Source: an optimization exercise on an open RTL-to-GDS flow (aim: small area). Production flows keep margins and buffers that such runs may drop. The RTL was checked by simulation tests, not by an equivalence proof against the original design. Power and IR drop assume default switching activity.

## id_branch_pc_rf
module id_branch_pc_rf #(
  parameter logic [31:0] RESET_PC = 32'h0000_0000
) (
  input  logic        clk,
  input  logic        rst,
  input  logic        stall,
  input  logic [31:0] NPC,
  output logic [31:0] PC,
  input  logic [4:0]  A1,
  input  logic [4:0]  A2,
  output logic [31:0] RD1,
  output logic [31:0] RD2,
  input  logic        RFWr,
  input  logic [4:0]  WBSel,
  input  logic [31:0] WD,
  input  logic [31:0] rsv,
  input  logic [31:0] rtv,
  input  logic [5:0]  Op,
  input  logic [4:0]  rt,
  output logic        branch_taken
);
==> flow/config.mk <==
export PLATFORM = sky130hd
export DESIGN_NAME = id_branch_pc_rf
export DESIGN_NICKNAME = id_branch_pc_rf
export VERILOG_FILES = /design/flow/design.v
export SDC_FILE = /design/flow/constraint.sdc
export NUM_CORES = 4
export LEC_CHECK = 0
export CAP_MARGIN = 0
export CORE_MARGIN = 2
export CORE_UTILIZATION = 35
export PLACE_DENSITY = 0.45
export SLEW_MARGIN = 0
export SYNTH_HIERARCHICAL = 1
==> flow/constraint.sdc <==
create_clock -name core_clock -period 10.0 [get_ports {clk}]
set_input_delay 2.0000 -clock core_clock [delete_from_list [all_inputs] [get_ports {clk}]]
set_output_delay 2.0000 -clock core_clock [all_outputs]
set_load 0.01 [all_outputs]
standard.sh (not shown) runs the stock make flow with config.mk's settings and CLKGATE_MAP_FILE= SYNTH_SCRIPT=/design/flow/synth_recipe.tcl, a recipe that flattens the netlist after the stock synthesis.
==> flow/flow/run.sh <==
#!/bin/bash
set -euo pipefail
bash standard.sh \
  BUFFER_PORTS_ARGS="-buffer_cell sky130_fd_sc_hd__buf_1" \
  CTS_ARGS="-sink_clustering_enable -repair_clock_nets -dont_use_dummy_load -buf_list {sky130_fd_sc_hd__clkbuf_8} -sink_clustering_size 14 -sink_clustering_max_diameter 80" \
  finish > flow_make.log 2>&1
The first run finished clean.
==> next run, changes <==
==> flow/flow/run.sh (replaced) <==
#!/bin/bash
set -euo pipefail
bash standard.sh \
  BUFFER_PORTS_ARGS="-buffer_cell sky130_fd_sc_hd__buf_1" \
  CTS_ARGS="-sink_clustering_enable -repair_clock_nets -dont_use_dummy_load -buf_list {sky130_fd_sc_hd__clkbuf_8} -sink_clustering_size 16 -sink_clustering_max_diameter 90" \
  finish > flow_make.log 2>&1
After rerunning:
- final cell count hardly moves
- synthesized cell count is unchanged
- wire length barely changes
- sequential share of layout area grows by 0.13 points
- global-route usage stays flat
==> next run, changes <==
==> flow/flow/run.sh (replaced) <==
#!/bin/bash
set -euo pipefail
bash standard.sh \
  BUFFER_PORTS_ARGS="-buffer_cell sky130_fd_sc_hd__buf_1" \
  CTS_ARGS="-sink_clustering_enable -repair_clock_nets -dont_use_dummy_load -buf_list {sky130_fd_sc_hd__clkbuf_8} -sink_clustering_size 14 -sink_clustering_max_diameter 80" \
  finish > flow_make.log 2>&1
--- a/flow/config.mk
+++ b/flow/config.mk
@@ -10,2 +10,2 @@
-export CORE_UTILIZATION = 35
-export PLACE_DENSITY = 0.45
+export CORE_UTILIZATION = 45
+export PLACE_DENSITY = 0.6
After rerunning: The changed run finished clean. Setup slack improves by 0.13 ns. Combinational power came out lower by about 1%. Via count goes up by 2.6%. Power climbs by 0.75%. Cell area came out lower by 0.61%. Clock skew does not change. Utilization is higher by 11 points. Worst hold slack is about the same.
==> next run, changes <==
--- a/flow/config.mk
+++ b/flow/config.mk
@@ -8 +8 @@
-export CAP_MARGIN = 0
+export CAP_MARGIN = 20
@@ -10,3 +10,3 @@
-export CORE_UTILIZATION = 45
-export PLACE_DENSITY = 0.6
-export SLEW_MARGIN = 0
+export CORE_UTILIZATION = 35
+export PLACE_DENSITY = 0.45
+export SLEW_MARGIN = 20
Effect: Cell area came out higher by 1.2%. Wire length rises by 6.4%. Worst setup slack got worse by 0.16 ns. Cell count is higher by 6.7%. Count of clock-buffer cells in the layout increases by 1. Via count came out lower by 2.1%. Hold slack degrades by 0.0091 ns. Flip-flop and latch count does not change. Total power came out higher by 0.72%.

==> separate check: timing with driven ports <==
The flow's constraints put no driver on any port. The routed layouts listed below were extracted and timed again, unchanged, in two steps. Step 1 sets driving cells, clkbuf_16 on the clock port and buf_2 on the other inputs (assumed; they add their load-dependent delay and slew). Step 2, shift: input delay + t, output delay - t, t = (earliest + latest rising clock arrival at the registers) / 2. This alone moves slack from input paths to output paths. Three values: ideal ports, drivers, drivers and shift; two values: the first two.
run	t, ns	setup WS [ns]	hold WS [ns]	worst setup path after step 2	clock arrival spread, ns
the first run	0.815	2.486 / 2.342 / 2.342	0.472 / 0.472 / 0.472	input to output	0.108 / 0.109
the second run	0.818	2.539 / 2.398 / 2.398	0.477 / 0.477 / 0.477	input to output	0.115 / 0.115
the third run	0.796	2.667 / 2.637 / 2.637	0.476 / 0.476 / 0.476	input to output	0.087 / 0.087
the fourth run	0.818	2.508 / 2.361 / 2.361	0.467 / 0.467 / 0.467	input to output	0.097 / 0.097
After both steps setup and hold are still met in every run listed. For the fourth run, which loses most, drivers alone change the setup slack by -0.147 ns; drivers and shift together by -0.147 ns.
